Background: an optimization exercise with open tools, aiming at small area, a short achievable clock period and few clock cycles. Do not read the settings as production practice.
Function was checked by simulation only, so behaviour that the tests miss may differ from the original.
No activity file was given, so power comes from the tool's default toggle rates.

// nc_cpu_top
module nc_cpu_top #(
    parameter logic [7:0]  RESET_BANK      = 8'h01,
    parameter logic [15:0] RESET_OFFSET    = 16'h8000,
    parameter logic [7:0]  RESET_DATA_BANK = 8'h00
) (
    input  logic        clk,
    input  logic        reset_n,
    output logic        mem_valid,
    output logic        mem_we,
    output logic [23:0] mem_addr,
    output logic [15:0] mem_wdata,
    input  logic        mem_ready,
    input  logic [15:0] mem_rdata,
    output logic        halted
);
Size in the first run: ~2,000 cells after synthesis, ~280 flip-flops, about 62 I/O pins, about 20,000 um^2 of cells after synthesis.
export LEC_CHECK = 0
export CAP_MARGIN = 20
export CORE_MARGIN = 2
export CORE_UTILIZATION = 40
export CTS_BUF_LIST = sky130_fd_sc_hd__clkbuf_4 sky130_fd_sc_hd__clkbuf_8
export PLACE_DENSITY = 0.6
export SLEW_MARGIN = 20
create_clock -name core_clock -period 11.0 [get_ports {clk}]
standard.sh (not shown) runs the stock make flow with config.mk's settings and CLKGATE_MAP_FILE= SYNTH_SCRIPT=/design/flow/synth_recipe.tcl, a recipe that flattens the netlist after the stock synthesis.
==> flow/flow/run.sh <==
#!/bin/bash
set -euo pipefail
MARGIN=$(cat flow/margin.txt)
bash standard.sh SETUP_SLACK_MARGIN=$MARGIN \
    "BUFFER_PORTS_ARGS=-buffer_cell sky130_fd_sc_hd__buf_4" finish > flow_make.log 2>&1
==> flow/flow/margin.txt <==
6.3
The starting point finished with timing, DRC and antenna clean.
Testbench counts at the start, summed over its fixed seeds: cycles 79,294.
Change:
Settings changed: CORE_UTILIZATION 40 to 60, CTS_BUF_LIST sky130_fd_sc_hd__clkbuf_4 sky130_fd_sc_hd__clkbuf_8 to unset, PLACE_DENSITY 0.6 to 0.72.
Effect: The changed run finished with timing, DRC and antenna clean. Via count grows by 0.44%. Worst hold slack gets worse by 0.013 ns. Routed wire length came out lower by 6.2%. Non-clock buffer count shrinks by 14. Setup slack gets better by 0.084 ns. Maximum frequency grows by 1.7%. Final area decreases by 2.7%.

========
## run 1
Another version of the RTL of nc_cpu_top (not shown whole).
Size in the first run: roughly 1800 cells after synthesis, ~280 flip-flops, ~62 I/O pins, roughly 19000 um^2 of cells after synthesis.
## nc_cpu_top
module nc_cpu_top #(
    parameter logic [7:0]  RESET_BANK      = 8'h01,
    parameter logic [15:0] RESET_OFFSET    = 16'h8000,
    parameter logic [7:0]  RESET_DATA_BANK = 8'h00
) (
    input  logic        clk,
    input  logic        reset_n,
    output logic        mem_valid,
    output logic        mem_we,
    output logic [23:0] mem_addr,
    output logic [15:0] mem_wdata,
    input  logic        mem_ready,
    input  logic [15:0] mem_rdata,
    output logic        halted
);
clock: 11.0 ns
lec_check: 0
cap_margin: 20
core_margin: 2
core_utilization: 40
cts_cluster_diameter: 100
cts_cluster_size: 22
gpl_routability_driven: 0
place_density: 0.6
slew_margin: 20
==> flow/flow/margin.txt <==
6.35
Scripts as last shown in full above: flow/flow/run.sh
Testbench counts of run 1, summed over its fixed seeds: cycles 79,294.
For run 2, these inputs were changed with respect to run 1:
- clearing CTS_CLUSTER_DIAMETER, which used to be 100
- clearing GPL_ROUTABILITY_DRIVEN, which used to be 0
- clearing CTS_CLUSTER_SIZE, which used to be 22
==> flow/flow/margin.txt <==
6.45
### Flow results
- Wire length is higher on run 2
- The number of buffer and inverter stages on the critical path reported for run 2 is smaller than that of run 1 by 1.
- Run 2 vs run 1: core utilization up
Relative to run 2, the following input files were edited for run 3:
- putting CTS_CLUSTER_DIAMETER at 100 where nothing was set
- putting CTS_CLUSTER_SIZE at 22 where nothing was set
==> flow/flow/margin.txt <==
6.25
Notes after the runs:
Looking only at layout net count, and setting everything else aside, the higher value of run 3 and run 2 goes to run 2. Highest attainable clock frequency: run 3 lower than run 2. Between run 2 and run 3, the flow reports maximum resistive drop on vdd decreasing by more than 10%. As far as core footprint goes, run 3 and run 2 are indistinguishable; the numbers are identical. DRC violations left came out exactly the same in run 3 and run 2. Total leakage power, run 3 and run 2, higher one = run 2. Summary of run 3 over run 2: detailed placement HPWL comparable, final critical-path share of the clock period now larger, area of all placed cells without fillers now smaller, number of gates resized after cts now smaller, multi-input gate count comparable.
[inputs] run 4 vs run 3
- swapping 22 for 26 in CTS_CLUSTER_SIZE
- swapping 100 for 110 in CTS_CLUSTER_DIAMETER
==> flow/flow/margin.txt <==
6.45
## What came out
- Run 4 vs run 3 on final hold slack: run 4 is the higher one.
- Run 4 reached the end of the flow, and the finished layout is clean on the timing, design-rule and antenna checks.
- Run 4 vs run 3, proportion of power drawn by combinational gates went up by 0.6 points.
- Summary — relative contribution of the clock network to total power, run 4 relative to run 3: lower, by 0.8 points.
- Comparing run 3 and run 4, the lower final critical-path required period is on run 4.
Setup changes, run 4 to run 5
- a change of CTS_CLUSTER_DIAMETER from 110 to 100
- a change of CTS_CLUSTER_SIZE from 26 to 22
==> flow/flow/margin.txt <==
6.4
Run 5 gives more met3 wire length than run 4 did.
Of run 4 and run 5, run 5 shows the higher non-clock buffer count in the final layout, with run 4 below it.
Between run 4 and run 5, routed wire length increased.
Run 5 vs. run 4: final cell count without fillers climbed 13, core utilization neither gained nor lost much, smallest setup slack after layout went down by 0.029 ns, first-iteration DRC count has decreased.

========
## build 61
Starting RTL as in the previous note.
export LEC_CHECK = 0
export CAP_MARGIN = 20
export CORE_MARGIN = 2
export CORE_UTILIZATION = 40
export CTS_CLUSTER_DIAMETER = 90
export CTS_CLUSTER_SIZE = 18
export PLACE_DENSITY = 0.6
export SLEW_MARGIN = 20
create_clock -name core_clock -period 11.0 [get_ports {clk}]
==> flow/flow/margin.txt <==
6.35
Scripts as last shown in full above: flow/flow/run.sh
Build 61 finished every stage and its layout cleared the timing, design-rule and antenna checks.
Testbench counts of build 61, summed over its fixed seeds: cycles 79,294.
Input changes introduced in build 78 (baseline for comparison: build 61):
- TNS_END_PERCENT now 0, previously not set
- CTS_CLUSTER_DIAMETER now 100, was 90
- CTS_CLUSTER_SIZE now 22, was 18
==> flow/flow/margin.txt <==
6.45
Notes after the runs:
The higher reg-to-reg setup timing slack of build 78 and build 61 is in build 78. On build 78: smallest setup slack after layout is 41 ps lower than what build 61 gave. Build 78 ends up with a final area that is about 0.4% higher than in build 61. Comparing detailed-route wire length on metal 1 for build 78 and build 61, the smaller number came from build 61. The count of buffers not belonging to the clock network in the layout reported for build 78 is greater than that of build 61 by about 8%. Build 78 -> build 61: hold-critical path depth flat. The final reports for build 78 and build 61 show portion of total power attributed to the clock network lower in the former.
The inputs of build 24 differ from those of build 78 as listed below.
- SLEW_MARGIN now 5, was 20
- TNS_END_PERCENT no longer set, was 0
- CAP_MARGIN now 5, was 20
==> flow/flow/margin.txt <==
6.35
Findings:
- Delta (build 24 minus build 78): via count of the routed design was more or less identical, sequential share of layout area was more or less identical, path length in cells of the critical path went down by 3, post-route cell area went down by 0.32%, post-layout net count went down by 0.40%.
Input changes introduced in build 76 (baseline for comparison: build 24):
- CAP_MARGIN changed from 5 to 20
- SLEW_MARGIN changed from 5 to 20
==> flow/flow/margin.txt <==
6.45
### Flow results
Lower setup slack was reported by build 24, not build 76.
[build 76] worst hold slack rose 14 ps relative to build 24
Going from build 24 to build 76, total routed wirelength shrank by 0.50%, area overhead of the layout relative to synthesis grew by 0.37 points, part of the total power dissipated in sequential elements held steady, sequential standard cell area held steady.
There was hardly any difference in post-detailed-route via-to-cell ratio between build 24 and build 76.
Number of buffers created by CTS is higher on build 24
In the flow results for build 76 and build 24, the register-to-register slack is larger on build 76.
Of build 76 and build 24, the lower data arrival time of the critical path belongs to build 76.
Build 24 consumes less power than build 76.

==> re-timing with driven ports <==
The results above use ideal ports. As a check the final layouts listed here were re-extracted and re-timed, cells and wires unchanged.
Step 1, drivers: a clkbuf_16 drives clk and a buf_2 each remaining input, both assumed.
Step 2 also shifts input and output timing later by t, the mid clock arrival at the registers, as if the neighbouring blocks saw the same clock.
a / b / c = ideal / step 1 / step 2; a / b = the first two.
run | t, ns | slack for setup (ns) | worst setup path after step 2 | latest minus earliest clock arrival (ns)
the first run of note 1 | 0.703 | 6.091 / 6.038 / 5.839 | input to register | 0.035 / 0.036
the second run of note 1 | 0.633 | 6.175 / 6.119 / 5.879 | input to register | 0.013 / 0.013
run 1 | 0.607 | 6.298 / 6.243 / 5.866 | input to register | 0.024 / 0.024
run 2 | 0.608 | 6.310 / 6.258 / 5.980 | input to register | 0.022 / 0.022
run 3 | 0.599 | 6.256 / 6.200 / 5.835 | input to register | 0.027 / 0.027
run 4 | 0.593 | 6.316 / 6.259 / 5.959 | input to register | 0.025 / 0.025
run 5 | 0.607 | 6.287 / 6.230 / 5.916 | input to register | 0.029 / 0.029
build 61 | 0.615 | 6.394 / 6.336 / 5.877 | input to register | 0.023 / 0.023
build 78 | 0.612 | 6.353 / 6.295 / 5.914 | input to register | 0.035 / 0.034
build 24 | 0.601 | 6.342 / 6.288 / 5.940 | input to register | 0.055 / 0.055
build 76 | 0.605 | 6.362 / 6.306 / 5.996 | input to register | 0.037 / 0.037
After both steps setup and hold are still met in every run listed. For build 61, which loses most, drivers alone change the setup slack by -0.058 ns; drivers and shift together by -0.517 ns.
